What follows belongs to an exercise in optimizing a design on an open flow for small area; a production flow would make more cautious choices. Only simulation tests tie the RTL to the original design; equivalence was not proved. Power and IR drop assume default switching activity.

run a:
Design dma_top, start of the top module:
module dma_top (
    input  wire         clk,
    input  wire         rst_n,
    input  wire         host_wr,
    input  wire         host_rd,
    input  wire [11:0]  host_addr,
    input  wire [31:0]  host_wdata,
    output logic [31:0] host_rdata,
    output logic        host_rvalid,
    output logic        mem_cmd_write,
    output logic [31:0] mem_cmd_addr,
    output logic [7:0]  mem_cmd_len,
    output logic        mem_cmd_valid,
    output logic [31:0] mem_wdata,
    output logic        mem_wvalid,
    output logic        mem_wlast,
    input  wire [31:0]  mem_rdata,
    input  wire         mem_rvalid,
    output logic        busy,
    output logic        xfer_done
);
==> module dma_top, before the edit <==
module dma_top (
    input  wire         clk,
    input  wire         rst_n,
    input  wire         host_wr,
    input  wire         host_rd,
    input  wire [11:0]  host_addr,
    input  wire [31:0]  host_wdata,
    output logic [31:0] host_rdata,
    output logic        host_rvalid,
    output logic        mem_cmd_write,
    output logic [31:0] mem_cmd_addr,
    output logic [7:0]  mem_cmd_len,
    output logic        mem_cmd_valid,
    output logic [31:0] mem_wdata,
    output logic        mem_wvalid,
    output logic        mem_wlast,
    input  wire [31:0]  mem_rdata,
    input  wire         mem_rvalid,
    output logic        busy,
    output logic        xfer_done
);
    logic        wr_q, rd_q;
    logic [1:0]  region_q;    
    logic [5:0]  offset_q;
    logic [31:0] wdata_q;
    always_ff @(posedge clk) begin
        if (!rst_n) begin
            wr_q <= 1'b0;
            rd_q <= 1'b0;
        end else begin
            wr_q <= host_wr;
            rd_q <= host_rd;
        end
    end
    always_ff @(posedge clk) begin
        region_q <= (host_addr[11:10] != 2'b00 || host_addr[9:8] == 2'b11) ? 2'd3
                                                                             : host_addr[9:8];
        offset_q <= host_addr[7:2];
        wdata_q  <= host_wdata;
    end
    logic [31:0] wd;
    assign wd = rst_n ? wdata_q : 32'd0;
    logic wr_in, wr_cfg;
    assign wr_in  = wr_q && (region_q == 2'd0);
    assign wr_cfg = wr_q && (region_q == 2'd1);
    logic [31:0] ctrl_q, src_q, dst_q;
    logic        start;
    logic        wr_ctrl, wr_src, wr_dst;
    assign wr_ctrl = wr_cfg && (offset_q == 6'd0);
    assign wr_src  = wr_cfg && (offset_q == 6'd1);
    assign wr_dst  = wr_cfg && (offset_q == 6'd2);
    always_ff @(posedge clk) begin
        if (!rst_n || wr_ctrl) ctrl_q[31:2] <= wd[31:2];
        if (!rst_n || wr_ctrl || start) ctrl_q[1:0] <= wr_ctrl ? wd[1:0] : 2'd0;
        if (!rst_n || wr_src) src_q <= wd;
        if (!rst_n || wr_dst) dst_q <= wd;
    end
    logic       cmd_q;       
    logic       push_q;      
    logic [7:0] rem_q;       
    logic [4:0] idx_q;       
    logic       beat, last;
    logic       start_push;
    assign start      = (ctrl_q[1:0] != 2'd0) && !busy;
    assign start_push = (ctrl_q[1:0] == 2'd1);
    assign beat       = busy && !cmd_q && (push_q || mem_rvalid);
    assign last       = beat && (rem_q == 8'd0);
    always_ff @(posedge clk) begin
        if (!rst_n) begin
            busy      <= 1'b0;
            cmd_q     <= 1'b0;
            xfer_done <= 1'b0;
        end else begin
            busy      <= start || (busy && !last);
            cmd_q     <= start;
            xfer_done <= last;
        end
    end
    always_ff @(posedge clk) begin
        if (start) begin
            push_q <= start_push;
            rem_q  <= ctrl_q[31:24];
            idx_q  <= start_push ? src_q[6:2] : dst_q[6:2];
        end else if (beat) begin
            rem_q  <= rem_q - 8'd1;
            idx_q  <= idx_q + 5'd1;
        end
    end
    always_ff @(posedge clk) begin
        mem_cmd_addr <= start_push ? dst_q : src_q;
    end
    assign mem_cmd_valid = cmd_q;
    assign mem_cmd_write = push_q;
    assign mem_cmd_len   = rem_q;
    assign mem_wvalid    = busy && !cmd_q && push_q;
    assign mem_wlast     = mem_wvalid && (rem_q == 8'd0);
    logic [31:0] in_buf  [32];
    logic [31:0] out_buf [32];
    logic        pull_we;
    logic [31:0] rd_wd;
    assign pull_we = busy && !cmd_q && !push_q && mem_rvalid;
    assign rd_wd   = rst_n ? mem_rdata : 32'd0;
    always_ff @(posedge clk) begin
        for (int i = 0; i < 32; i++) begin
            if (!rst_n || (wr_in && offset_q[4:0] == 5'(i))) in_buf[i] <= wd;
            if (!rst_n || (pull_we && idx_q == 5'(i)))       out_buf[i] <= rd_wd;
        end
    end
    logic [31:0] psel, hsel_in, hsel_out;
    always_comb begin
        for (int i = 0; i < 32; i++) begin
            psel[i]     = (idx_q == 5'(i));
            hsel_in[i]  = (region_q == 2'd0) && (offset_q[4:0] == 5'(i));
            hsel_out[i] = (region_q == 2'd2) && (offset_q[4:0] == 5'(i));
        end
    end
    logic [31:0] pg [11];
    always_comb begin
        for (int j = 0; j < 11; j++) begin
            pg[j] = 32'd0;
            for (int i = 3 * j; i < 3 * j + 3 && i < 32; i++)
                pg[j] = pg[j] | (in_buf[i] & {32{psel[i]}});
        end
        mem_wdata = ((pg[0] | pg[1]) | (pg[2] | pg[3])) | ((pg[4] | pg[5]) | (pg[6] | pg[7]))
                  | ((pg[8] | pg[9]) | pg[10]);
    end
    logic [31:0] rd_mux;
    logic [31:0] hw   [67];
    logic [66:0] hsel;
    logic [31:0] hg   [23];
    always_comb begin
        for (int i = 0; i < 32; i++) begin
            hw[2 * i]       = in_buf[i];
            hsel[2 * i]     = hsel_in[i];
            hw[2 * i + 1]   = out_buf[i];
            hsel[2 * i + 1] = hsel_out[i];
        end
        hw[64] = ctrl_q;
        hw[65] = src_q;
        hw[66] = dst_q;
        hsel[64] = (region_q == 2'd1) && (offset_q == 6'd0);
        hsel[65] = (region_q == 2'd1) && (offset_q == 6'd1);
        hsel[66] = (region_q == 2'd1) && (offset_q == 6'd2);
        for (int j = 0; j < 23; j++) begin
            hg[j] = 32'd0;
            for (int i = 3 * j; i < 3 * j + 3 && i < 67; i++)
                hg[j] = hg[j] | (hw[i] & {32{hsel[i]}});
        end
        rd_mux = (((hg[0] | hg[1]) | (hg[2] | hg[3])) | ((hg[4] | hg[5]) | (hg[6] | hg[7])))
               | (((hg[8] | hg[9]) | (hg[10] | hg[11])) | ((hg[12] | hg[13]) | (hg[14] | hg[15])))
               | (((hg[16] | hg[17]) | (hg[18] | hg[19])) | ((hg[20] | hg[21]) | hg[22]));
    end
    always_ff @(posedge clk) begin
        if (!rst_n) host_rvalid <= 1'b0;
        else        host_rvalid <= rd_q;
        host_rdata <= rd_mux;
    end
endmodule
export LEC_CHECK = 0
export CAP_MARGIN = 20
export CORE_MARGIN = 2
export CORE_UTILIZATION = 45
export PLACE_DENSITY = 0.6
export SETUP_SLACK_MARGIN = 0.2
export SLEW_MARGIN = 20
create_clock -name core_clock -period 6.0 [get_ports {clk}]
standard.sh (not shown) runs the stock make flow with config.mk's settings and CLKGATE_MAP_FILE= SYNTH_SCRIPT=/design/flow/synth_recipe.tcl, a recipe that flattens the netlist after the stock synthesis.
==> flow/flow/run.sh <==
#!/bin/bash
# Standard layout, with these changes:
#  - ABC maps the logic with an area-oriented script (the ORFS scripts are
#    copied and only abc_speed.script is replaced; synth_recipe.tcl is unchanged);
#  - clock tree synthesis uses clkbuf_8 in larger sink clusters and no dummy loads;
#  - the port buffers are buf_1 cells.
set -euo pipefail
rm -rf scripts_mod
cp -r "$FLOW_HOME/scripts" scripts_mod
cp flow/abc_speed.script scripts_mod/abc_speed.script
CTS="-sink_clustering_enable -repair_clock_nets -dont_use_dummy_load -buf_list sky130_fd_sc_hd__clkbuf_8 -sink_clustering_size 18 -sink_clustering_max_diameter 50"
bash standard.sh SCRIPTS_DIR="$PWD/scripts_mod" synth > synth.log 2>&1
bash standard.sh SCRIPTS_DIR="$PWD/scripts_mod" "CTS_ARGS=$CTS" \
  "BUFFER_PORTS_ARGS=-buffer_cell sky130_fd_sc_hd__buf_1" finish > layout.log 2>&1
==> flow/flow/abc_speed.script <==
&get -n
&st
&dch
&nf -R 1000 -p -F 10 -A 10 -a
&put
topo
> inputs changed (run a -> run b)
--- a/flow/design.v
+++ b/flow/design.v
@@ -105,16 +105,14 @@
         for (int i = 0; i < 32; i++) begin
             if (!rst_n || (wr_in && offset_q[4:0] == 5'(i))) in_buf[i] <= wd;
             if (!rst_n || (pull_we && idx_q == 5'(i)))       out_buf[i] <= rd_wd;
         end
     end
-    logic [31:0] psel, hsel_in, hsel_out;
+    logic [31:0] psel;
     always_comb begin
         for (int i = 0; i < 32; i++) begin
             psel[i]     = (idx_q == 5'(i));
-            hsel_in[i]  = (region_q == 2'd0) && (offset_q[4:0] == 5'(i));
-            hsel_out[i] = (region_q == 2'd2) && (offset_q[4:0] == 5'(i));
         end
     end
     logic [31:0] pg [11];
     always_comb begin
         for (int j = 0; j < 11; j++) begin
@@ -123,35 +121,34 @@
                 pg[j] = pg[j] | (in_buf[i] & {32{psel[i]}});
         end
         mem_wdata = ((pg[0] | pg[1]) | (pg[2] | pg[3])) | ((pg[4] | pg[5]) | (pg[6] | pg[7]))
                   | ((pg[8] | pg[9]) | pg[10]);
     end
-    logic [31:0] rd_mux;
-    logic [31:0] hw   [67];
-    logic [66:0] hsel;
-    logic [31:0] hg   [23];
+    logic [31:0] osel;
+    logic [31:0] rd_in, rd_out, rd_cfg, rd_mux;
+    logic [31:0] ig [11];
+    logic [31:0] og [11];
+    logic        csel_ctrl, csel_src, csel_dst;
     always_comb begin
-        for (int i = 0; i < 32; i++) begin
-            hw[2 * i]       = in_buf[i];
-            hsel[2 * i]     = hsel_in[i];
-            hw[2 * i + 1]   = out_buf[i];
-            hsel[2 * i + 1] = hsel_out[i];
+        for (int i = 0; i < 32; i++) osel[i] = (offset_q[4:0] == 5'(i));
+        for (int j = 0; j < 11; j++) begin
+            ig[j] = 32'd0;
+            og[j] = 32'd0;
+            for (int i = 3 * j; i < 3 * j + 3 && i < 32; i++) begin
+                ig[j] = ig[j] | (in_buf[i]  & {32{osel[i]}});
+                og[j] = og[j] | (out_buf[i] & {32{osel[i]}});
+            end
         end
-        hw[64] = ctrl_q;
-        hw[65] = src_q;
-        hw[66] = dst_q;
-        hsel[64] = (region_q == 2'd1) && (offset_q == 6'd0);
-        hsel[65] = (region_q == 2'd1) && (offset_q == 6'd1);
-        hsel[66] = (region_q == 2'd1) && (offset_q == 6'd2);
-        for (int j = 0; j < 23; j++) begin
-            hg[j] = 32'd0;
-            for (int i = 3 * j; i < 3 * j + 3 && i < 67; i++)
-                hg[j] = hg[j] | (hw[i] & {32{hsel[i]}});
-        end
-        rd_mux = (((hg[0] | hg[1]) | (hg[2] | hg[3])) | ((hg[4] | hg[5]) | (hg[6] | hg[7])))
-               | (((hg[8] | hg[9]) | (hg[10] | hg[11])) | ((hg[12] | hg[13]) | (hg[14] | hg[15])))
-               | (((hg[16] | hg[17]) | (hg[18] | hg[19])) | ((hg[20] | hg[21]) | hg[22]));
+        rd_in  = ((ig[0] | ig[1]) | (ig[2] | ig[3])) | ((ig[4] | ig[5]) | (ig[6] | ig[7]))
+               | ((ig[8] | ig[9]) | ig[10]);
+        rd_out = ((og[0] | og[1]) | (og[2] | og[3])) | ((og[4] | og[5]) | (og[6] | og[7]))
+               | ((og[8] | og[9]) | og[10]);
+        csel_ctrl = (region_q == 2'd1) && (offset_q == 6'd0);
+        csel_src  = (region_q == 2'd1) && (offset_q == 6'd1);
+        csel_dst  = (region_q == 2'd1) && (offset_q == 6'd2);
+        rd_cfg = (ctrl_q & {32{csel_ctrl}}) | (src_q & {32{csel_src}}) | (dst_q & {32{csel_dst}});
+        rd_mux = (rd_in & {32{region_q == 2'd0}}) | (rd_out & {32{region_q == 2'd2}}) | rd_cfg;
     end
     always_ff @(posedge clk) begin
         if (!rst_n) host_rvalid <= 1'b0;
         else        host_rvalid <= rd_q;
         host_rdata <= rd_mux;
Results
Between run b and run a, it is run b whose number of antenna violations at the first check in global routing is lower, by 9. Summary of run b over run a: sequential share of layout area went up; number of instances on the worst hold path did not really move; met3 routing resource usage after global routing went down; register share of total power went up; power attributed to combinational cells went down. Against run a, area of combinational cells with multiple inputs in run b fell by a few percent. Compared with run a, run b shows layout overhead on the synthesized area lower by 0.50 points. Sort run b and run a by period utilization asc -> top: run b. Portion of total power attributed to the clock network essentially unchanged between run b and run a. Compared with run a, placement density in the core of run b is lower.

[re-timing with driven ports]
The flow's constraints put no driver on any port. The routed layouts listed below were extracted and timed again, unchanged, in two steps. Step 1: set_driving_cell puts a clkbuf_16 on clk and a buf_2 on each other input, an assumption about the parent block. Step 2 moves the port delays by t, midway between the first and last clock arrival at a register: inputs arrive t later, outputs are due t later. That takes back most of the time a late clock gives input paths. Three values: ideal, step 1, step 2; two values: the first two.
run	shift t [ns]	setup slack, ns	worst data-port slew with drivers (ns)
run a	1.027	0.188 / 0.111 / 1.138	0.06
run b	1.030	0.361 / 0.277 / 1.307	0.07
After both steps every run listed still meets setup and hold.
